Source: an optimization exercise on an open RTL-to-GDS flow (aim: a short achievable clock period and few clock cycles per item). Production flows keep margins and buffers that such runs may drop.
At most, simulation tests tie the RTL to the original design; equivalence was not proved.

==> run a: inputs <==
==> flow/design.v <==
`timescale 1ns/100ps
`timescale 1ns/100ps
`timescale 1ns/100ps
`timescale 1ns/100ps
`timescale 1ns/100ps
`timescale 1ns/100ps
`timescale 1ns/100ps
`timescale 1ns/100ps
`timescale 1ns/100ps
module lc4_cpu (
   input  logic        gwe,
   input  logic        i_arst_n,
   input  logic [15:0] i_imem_insn,
   output logic [15:0] o_imem_addr,
   input  logic [15:0] i_dmem_data,
   output logic [15:0] o_dmem_addr,
   output logic        o_dmem_we,
   output logic [15:0] o_dmem_wdata,
   output logic        o_retire_valid,
   output logic [15:0] o_retire_pc,
   output logic [15:0] o_retire_insn,
   output logic        o_retire_we,
   output logic [2:0]  o_retire_wsel,
   output logic [15:0] o_retire_data
);
   localparam int NB = 8;     
   localparam int TB = 10;    
   function automatic logic [2:0] flags_of(input logic [15:0] w);
      flags_of = {w[15], w == 16'h0000, !w[15] && w != 16'h0000};
   endfunction
   function automatic logic [15:0] add16(input logic [15:0] a, input logic [15:0] b,
                                         input logic cin);
      logic [15:0] p, g, gp, pp, gn, pn;
      p  = a ^ b;
      g  = a & b;
      gp = g;
      pp = p;
      gp[0] = g[0] | (p[0] & cin);
      for (int l = 0; l < 4; l++) begin
         for (int i = 0; i < 16; i++) begin
            if (i >= (1 << l)) begin
               gn[i] = gp[i] | (pp[i] & gp[i - (1 << l)]);
               pn[i] = pp[i] & pp[i - (1 << l)];
            end else begin
               gn[i] = gp[i];
               pn[i] = pp[i];
            end
         end
         gp = gn;
         pp = pn;
      end
      add16 = p ^ {gp[14:0], cin};
   endfunction
   logic [15:0] pc_q;            
   logic [15:0] pco_q;           
   logic [15:0] regs [8];
   logic [2:0]  nzp_q;           
   logic        fx_valid;
   logic [15:0] fx_pc, fx_pc1, fx_insn, fx_tgt;
   logic [15:0] fx_a, fx_b, fx_d;    
   logic        fx_we, fx_ld, fx_st, fx_br, fx_jmp, fx_jmpr;
   logic [6:0]  fx_op;               
   logic        fx_ad, fx_dd;        
   logic        fx_dx;               
   logic        fx_pred;             
   logic [NB-1:0] fx_hit;
   logic        xm_valid, xm_wr, xm_st;
   logic [15:0] xm_pc, xm_insn, xm_alu, xm_addr, xm_sd;
   logic        xm_ld;
   logic        xm_z;                
   logic        xm_jchk;             
   logic [15:0] xm_ptgt;
   logic        r_valid, r_we;
   logic [15:0] r_pc, r_insn, r_data;
   logic [NB-1:0] bt_v;
   logic [TB-1:0] bt_tag [NB];
   logic [15:0]   bt_tgt [NB];
   logic [NB-1:0] bt_fifo;           
   logic          bu_v;
   logic [NB-1:0] bu_sel;
   logic          bu_new;
   logic [15:0]   bu_tag, bu_tgt;
   logic [15:0] insn;
   logic [3:0]  op;
   logic [2:0]  rs, rt, rd;
   logic        d_we, d_ld, d_st, d_br, d_jmp, d_jmpr, d_bimm, d_usea, d_useb;
   logic [6:0]  d_op;
   logic [15:0] d_imm, pc1, st_tgt;
   assign insn = i_imem_insn;
   assign op   = insn[15:12];
   assign rs   = insn[8:6];
   assign rt   = insn[2:0];
   assign rd   = insn[11:9];
   assign pc1  = pc_q + 16'd1;
   always_comb begin
      d_we = 1'b0; d_ld = 1'b0; d_st = 1'b0; d_br = 1'b0; d_jmp = 1'b0; d_jmpr = 1'b0;
      d_bimm = 1'b1; d_usea = 1'b0; d_useb = 1'b0; d_op = 7'b0000001;
      d_imm = {{11{insn[4]}}, insn[4:0]};
      unique case (op)
         4'b0001: begin
            d_we   = insn[5] || !insn[3];
            d_bimm = insn[5];
            d_usea = d_we;
            d_useb = d_we && !insn[5];
            if (!insn[5] && insn[4]) d_op = 7'b0000010;
         end
         4'b0101: begin
            d_we   = 1'b1;
            d_bimm = insn[5];
            d_usea = 1'b1;
            d_useb = !insn[5] && insn[4:3] != 2'b01;
            if (insn[5]) d_op = 7'b0000100;
            else unique case (insn[4:3])
               2'b00:   d_op = 7'b0000100;
               2'b01:   d_op = 7'b0100000;
               2'b10:   d_op = 7'b0001000;
               default: d_op = 7'b0010000;
            endcase
         end
         4'b0110: begin
            d_we = 1'b1; d_ld = 1'b1; d_usea = 1'b1;
            d_imm = {{10{insn[5]}}, insn[5:0]};
         end
         4'b0111: begin
            d_st = 1'b1; d_usea = 1'b1;
            d_imm = {{10{insn[5]}}, insn[5:0]};
         end
         4'b1001: begin
            d_we = 1'b1; d_op = 7'b1000000;
            d_imm = {{7{insn[8]}}, insn[8:0]};
         end
         4'b0000: begin
            d_br  = insn[11:9] != 3'b000;
         end
         4'b1100: begin
            d_jmp  = insn[11];
            d_jmpr = !insn[11];
         end
         default: ;
      endcase
   end
   assign st_tgt = add16(pc_q, insn[14] ? {{5{insn[10]}}, insn[10:0]} : {{7{insn[8]}}, insn[8:0]},
                         1'b1);
   logic [NB-1:0] hit;
   logic          hit_any;
   logic [15:0]   hit_tgt;
   always_comb begin
      hit_tgt = '0;
      for (int j = 0; j < NB; j++) begin
         hit[j] = bt_v[j] && bt_tag[j] == pc_q[TB-1:0];
         hit_tgt = hit_tgt | ({16{hit[j]}} & bt_tgt[j]);
      end
      hit_any = |hit;
   end
   logic [15:0] pred_pc;
   assign pred_pc = hit_any ? hit_tgt : pc1;
   logic [15:0] res_m;
   assign res_m = xm_ld ? i_dmem_data : xm_alu;
   logic m_wr, ma, mb, md;
   logic [15:0] ra, rb, rdd;
   assign m_wr = xm_valid && xm_wr;
   assign ma   = m_wr && rs == xm_insn[11:9];
   assign mb   = m_wr && rt == xm_insn[11:9];
   assign md   = m_wr && rd == xm_insn[11:9];
   assign ra   = ma ? res_m : regs[rs];
   assign rb   = mb ? res_m : regs[rt];
   assign rdd  = md ? res_m : regs[rd];
   logic x_wr, xa, xb, xd;
   assign x_wr = fx_valid && fx_we;
   assign xa   = x_wr && rs == fx_insn[11:9];
   assign xb   = x_wr && rt == fx_insn[11:9];
   assign xd   = x_wr && rd == fx_insn[11:9];
   logic stall;
   assign stall = fx_ld && ((xa && d_usea) || (xb && d_useb) || (x_wr && d_br));
   logic        xv, mispredict, taken, mis_t, mis_n, cond;
   logic [15:0] a_j, d_fwd, alu, sum, dif, lres, target;
   logic [15:0] ps, gs;
   logic        z_add, z_x;
   logic [2:0]  nzp_eff;
   assign a_j   = fx_ad ? i_dmem_data : fx_a;
   assign d_fwd = fx_dd ? i_dmem_data : fx_dx ? xm_alu : fx_d;
   assign sum = add16(fx_a, fx_b, 1'b0);
   assign dif = add16(fx_a, ~fx_b, 1'b1);
   assign lres = ({16{fx_op[2]}} & (fx_a & fx_b))
               | ({16{fx_op[3]}} & (fx_a | fx_b))
               | ({16{fx_op[4]}} & (fx_a ^ fx_b))
               | ({16{fx_op[5]}} & ~fx_a)
               | ({16{fx_op[6]}} & fx_b);
   assign alu = ({16{fx_op[0]}} & sum) | ({16{fx_op[1]}} & dif) | lres;
   assign ps    = fx_a ^ fx_b;
   assign gs    = fx_a | fx_b;
   assign z_add = !ps[0] && ps[15:1] == gs[14:0];
   assign z_x   = fx_op[0] ? z_add : fx_op[1] ? fx_a == fx_b : lres == 16'h0000;
   assign nzp_eff = m_wr ? {xm_alu[15], xm_z, !xm_alu[15] && !xm_z} : nzp_q;
   assign cond    = |(fx_insn[11:9] & nzp_eff);
   assign taken   = fx_jmp || fx_jmpr || (fx_br && cond);
   assign target  = fx_jmpr ? a_j : fx_tgt;
   assign mis_t   = !fx_pred || (!fx_jmpr ? fx_tgt != pc_q : !fx_ad && fx_a != pc_q);
   assign mis_n   = fx_pred;
   assign xv      = fx_valid;
   assign mispredict = xv && (taken ? mis_t : mis_n);
   logic mis_m;
   assign mis_m = xm_valid && xm_jchk && r_data != xm_ptgt;
   assign o_imem_addr  = pco_q;
   assign o_dmem_addr  = xm_addr;
   assign o_dmem_we    = xm_st;
   assign o_dmem_wdata = xm_sd;
   assign o_retire_valid = r_valid;
   assign o_retire_pc    = r_pc;
   assign o_retire_insn  = r_insn;
   assign o_retire_we    = r_we;
   assign o_retire_wsel  = r_insn[11:9];
   assign o_retire_data  = r_data;
   logic [15:0] pc_d;
   always_comb begin
      if (mis_m)        pc_d = r_data;
      else if (mispredict) pc_d = taken ? target : fx_pc1;
      else if (stall)   pc_d = pc_q;
      else              pc_d = pred_pc;
   end
   always_ff @(posedge gwe) begin
      pc_q     <= i_arst_n ? pc_d : 16'h8200;
      fx_valid <= i_arst_n && !mispredict && !stall && !mis_m;
      if (!i_arst_n)
         nzp_q <= 3'b010;
      else if (m_wr)
         nzp_q <= xm_ld ? flags_of(i_dmem_data) : {xm_alu[15], xm_z, !xm_alu[15] && !xm_z};
   end
   always_ff @(posedge gwe or negedge i_arst_n) begin
      if (!i_arst_n) pco_q <= 16'h8200;
      else           pco_q <= pc_d;
   end
   always_ff @(posedge gwe) begin
      begin
         fx_pc    <= pc_q;
         fx_pc1   <= pc1;
         fx_insn  <= insn;
         fx_tgt   <= st_tgt;
         fx_a     <= xa ? alu : ra;
         fx_b     <= d_bimm ? d_imm : xb ? alu : rb;
         fx_d     <= rdd;
         fx_we <= d_we; fx_ld <= d_ld; fx_st <= d_st; fx_br <= d_br; fx_jmp <= d_jmp;
         fx_jmpr <= d_jmpr; fx_op <= d_op;
         fx_ad <= xa && fx_ld;
         fx_dd <= xd && fx_ld;
         fx_dx <= xd && !fx_ld;
         fx_pred   <= hit_any;
         fx_hit    <= hit;
      end
   end
   always_ff @(posedge gwe or negedge i_arst_n) begin
      if (!i_arst_n) begin
         xm_valid <= 1'b0;
         xm_st    <= 1'b0;
         xm_addr  <= '0;
      end else begin
         xm_valid <= xv && !mis_m;
         xm_st    <= xv && !mis_m && fx_st;
         xm_addr  <= alu;
      end
   end
   always_ff @(posedge gwe) begin
      xm_pc   <= fx_pc;
      xm_insn <= fx_insn;
      xm_alu  <= alu;
      xm_sd   <= d_fwd;
      xm_wr   <= fx_we;
      xm_ld   <= fx_ld;
      xm_z    <= z_x;
      xm_jchk <= fx_jmpr && fx_ad && fx_pred;
      xm_ptgt <= pc_q;
   end
   always_ff @(posedge gwe or negedge i_arst_n) begin
      if (!i_arst_n) begin
         for (int i = 0; i < 8; i++) regs[i] <= '0;
         r_valid <= 1'b0;
      end else begin
         if (m_wr) regs[xm_insn[11:9]] <= res_m;
         r_valid <= xm_valid;
      end
   end
   always_ff @(posedge gwe) begin
      r_pc   <= xm_pc;
      r_insn <= xm_insn;
      r_we   <= m_wr;
      r_data <= m_wr ? res_m : 16'h0000;
   end
   always_ff @(posedge gwe or negedge i_arst_n) begin
      if (!i_arst_n) begin
         bt_v    <= '0;
         bt_fifo <= {{(NB-1){1'b0}}, 1'b1};
         bu_v    <= 1'b0;
      end else begin
         bu_v <= xv && !mis_m && taken;
         if (bu_v) begin
            bt_v <= bt_v | bu_sel;
            if (bu_new) bt_fifo <= {bt_fifo[NB-2:0], bt_fifo[NB-1]};
         end
      end
   end
   always_ff @(posedge gwe) begin
      bu_sel <= fx_pred ? fx_hit : bt_fifo;
      bu_new <= !fx_pred;
      bu_tag <= fx_pc;
      bu_tgt <= target;
      for (int j = 0; j < NB; j++) begin
         if (bu_v && bu_sel[j]) begin
            bt_tag[j] <= bu_tag[TB-1:0];
            bt_tgt[j] <= bu_tgt;
         end
      end
   end
endmodule
==> flow/run.sh <==
#!/bin/bash
# synth_recipe.tcl (not shown) runs the flow's synth.tcl, then flattens the netlist and writes it again
# the make line also repeats each setting of config.mk as NAME=value (left out here)
make -C /OpenROAD-flow-scripts/flow DESIGN_CONFIG=/design/flow/config.mk WORK_HOME=/design/flow/orfs CLKGATE_MAP_FILE= SYNTH_SCRIPT=/design/flow/synth_recipe.tcl finish
==> flow/config.mk <==
export PLATFORM = sky130hd
export DESIGN_NAME = lc4_cpu
export DESIGN_NICKNAME = lc4_cpu
export VERILOG_FILES = /design/flow/design.v
export SDC_FILE = /design/flow/constraint.sdc
export NUM_CORES = 4
export LEC_CHECK = 0
export CAP_MARGIN = 20
export CORE_MARGIN = 2
export CORE_UTILIZATION = 65
export PLACE_DENSITY = 0.8
export SETUP_SLACK_MARGIN = 4.5
export SLEW_MARGIN = 20
==> flow/constraint.sdc <==
create_clock -name core_clock -period 5.2 [get_ports {gwe}]
set_input_delay 1.0400 -clock core_clock [delete_from_list [all_inputs] [get_ports {gwe}]]
set_output_delay 1.0400 -clock core_clock [all_outputs]
set_load 0.01 [all_outputs]
==> run b: changes against run a <==
--- a/flow/design.v
+++ b/flow/design.v
@@ -62,5 +62,5 @@
    logic [6:0]  fx_op;               
    logic        fx_ad, fx_dd;        
-   logic        fx_dx;               
+   logic        fx_stall;            
    logic        fx_pred;             
    logic [NB-1:0] fx_hit;
@@ -69,6 +69,4 @@
    logic        xm_ld;
    logic        xm_z;                
-   logic        xm_jchk;             
-   logic [15:0] xm_ptgt;
    logic        r_valid, r_we;
    logic [15:0] r_pc, r_insn, r_data;
@@ -171,13 +169,12 @@
    assign xb   = x_wr && rt == fx_insn[11:9];
    assign xd   = x_wr && rd == fx_insn[11:9];
-   logic stall;
-   assign stall = fx_ld && ((xa && d_usea) || (xb && d_useb) || (x_wr && d_br));
-   logic        xv, mispredict, taken, mis_t, mis_n, cond;
-   logic [15:0] a_j, d_fwd, alu, sum, dif, lres, target;
+   logic        stall, xv, mispredict, taken, mis_t, mis_n, cond;
+   logic [15:0] a_j, d_fwd, alu, sum, dif, lres, target, pc_t, pc_n;
    logic [15:0] ps, gs;
    logic        z_add, z_x;
    logic [2:0]  nzp_eff;
+   assign stall = fx_valid && fx_stall;
    assign a_j   = fx_ad ? i_dmem_data : fx_a;
-   assign d_fwd = fx_dd ? i_dmem_data : fx_dx ? xm_alu : fx_d;
+   assign d_fwd = fx_dd ? i_dmem_data : fx_d;
    assign sum = add16(fx_a, fx_b, 1'b0);
    assign dif = add16(fx_a, ~fx_b, 1'b1);
@@ -196,10 +193,11 @@
    assign taken   = fx_jmp || fx_jmpr || (fx_br && cond);
    assign target  = fx_jmpr ? a_j : fx_tgt;
-   assign mis_t   = !fx_pred || (!fx_jmpr ? fx_tgt != pc_q : !fx_ad && fx_a != pc_q);
+   assign mis_t   = !fx_pred || (!fx_jmpr ? fx_tgt != pc_q
+                                 : fx_ad ? i_dmem_data != pc_q : fx_a != pc_q);
    assign mis_n   = fx_pred;
-   assign xv      = fx_valid;
+   assign xv      = fx_valid && !stall;
    assign mispredict = xv && (taken ? mis_t : mis_n);
-   logic mis_m;
-   assign mis_m = xm_valid && xm_jchk && r_data != xm_ptgt;
+   assign pc_t    = mis_t ? target : pred_pc;
+   assign pc_n    = mis_n ? fx_pc1 : pred_pc;
    assign o_imem_addr  = pco_q;
    assign o_dmem_addr  = xm_addr;
@@ -214,12 +212,12 @@
    logic [15:0] pc_d;
    always_comb begin
-      if (mis_m)        pc_d = r_data;
-      else if (mispredict) pc_d = taken ? target : fx_pc1;
-      else if (stall)   pc_d = pc_q;
-      else              pc_d = pred_pc;
+      if (stall)        pc_d = fx_pc;
+      else if (!fx_valid) pc_d = pred_pc;
+      else if (taken)   pc_d = pc_t;
+      else              pc_d = pc_n;
    end
    always_ff @(posedge gwe) begin
       pc_q     <= i_arst_n ? pc_d : 16'h8200;
-      fx_valid <= i_arst_n && !mispredict && !stall && !mis_m;
+      fx_valid <= i_arst_n && !mispredict && !stall;
       if (!i_arst_n)
          nzp_q <= 3'b010;
@@ -239,10 +237,10 @@
          fx_a     <= xa ? alu : ra;
          fx_b     <= d_bimm ? d_imm : xb ? alu : rb;
-         fx_d     <= rdd;
+         fx_d     <= xd ? alu : rdd;
          fx_we <= d_we; fx_ld <= d_ld; fx_st <= d_st; fx_br <= d_br; fx_jmp <= d_jmp;
          fx_jmpr <= d_jmpr; fx_op <= d_op;
          fx_ad <= xa && fx_ld;
          fx_dd <= xd && fx_ld;
-         fx_dx <= xd && !fx_ld;
+         fx_stall <= fx_ld && ((xa && d_usea) || (xb && d_useb) || (x_wr && d_br));
          fx_pred   <= hit_any;
          fx_hit    <= hit;
@@ -255,6 +253,6 @@
          xm_addr  <= '0;
       end else begin
-         xm_valid <= xv && !mis_m;
-         xm_st    <= xv && !mis_m && fx_st;
+         xm_valid <= fx_valid && !stall;
+         xm_st    <= fx_valid && !stall && fx_st;
          xm_addr  <= alu;
       end
@@ -268,6 +266,4 @@
       xm_ld   <= fx_ld;
       xm_z    <= z_x;
-      xm_jchk <= fx_jmpr && fx_ad && fx_pred;
-      xm_ptgt <= pc_q;
    end
    always_ff @(posedge gwe or negedge i_arst_n) begin
@@ -292,5 +288,5 @@
          bu_v    <= 1'b0;
       end else begin
-         bu_v <= xv && !mis_m && taken;
+         bu_v <= fx_valid && !stall && taken;
          if (bu_v) begin
             bt_v <= bt_v | bu_sel;
- CORE_UTILIZATION: 65 -> 40
- PLACE_DENSITY: 0.8 -> 0.6
==> summary of the runs <==
Run b finished with timing, DRC and antenna clean. Run a ended with an error in clock tree synthesis. Synthesized area: run b is lower than run a (1.3%). Between run b and run a, the lower synthesized cell count is in run b (gap 1.0%, measured against run a).
==> figures <==
Die Y-Extent: run b 281 µm; run a 223 µm
Die width: run b 281 µm; run a 223 µm
Area fraction in compound gates after synthesis: run b 15.1%; run a 14.9%
Mean instance size in the synthesized netlist: run b 10.7 µm²; run a 10.7 µm²
Mux contribution to synthesized area: run b 7.27%; run a 7.74%
Clock net sink count: run b 686; run a 687
Area fraction in and, or, nand and nor cells after synthesis: run b 11.1%; run a 11.3%
Clock buffer count from CTS: run b 76; run a 72
XOR/XNOR Fraction of Synth Area: run b 5.10%; run a 5.43%
Top-area cell type share of the netlist area: run b 20.3%; run a 20.1%
DPL Wire Length: run b 70,900 µm; run a 66,600 µm
Result of the run: run b finished clean; run a stopped before the end
Failing step: run b -; run a clock tree synthesis
Adder-Cell Fraction of Synth Area: run b 2.76%; run a 2.73%
Total setup buffers inserted after CTS: run b 335; run a 460
FP Rows: run b 101; run a 80
Testbench counts of run b, summed over its fixed seeds: cycles 4,110, instrs 3,763.
Only the layout flow was run in run a; the RTL was not checked for function there.

-- port drivers added, routing unchanged --
Ports are ideal in the flow. The routed layout listed here was re-timed in OpenROAD. Step 1 assumes that a clkbuf_16 drives the clock port and a buf_2 every other input. Step 2 times the ports against the registers' clock, not the clock port: input delays grow and output delays shrink by t, the midpoint of the rising clock arrivals with the driver on. a / b / c = ideal ports / drivers / drivers and shift; a / b = the first two.
run: run b
shift t [ns]: 0.707
setup WS [ns]: 2.450 / 2.450 / 1.777
latest minus earliest clock arrival (ns): 0.043 / 0.043
worst slew at a driven data input, ns: 0.39
After both steps setup and hold are still met in run b. For run b, drivers alone change the setup slack by 0.000 ns; drivers and shift together by -0.673 ns.
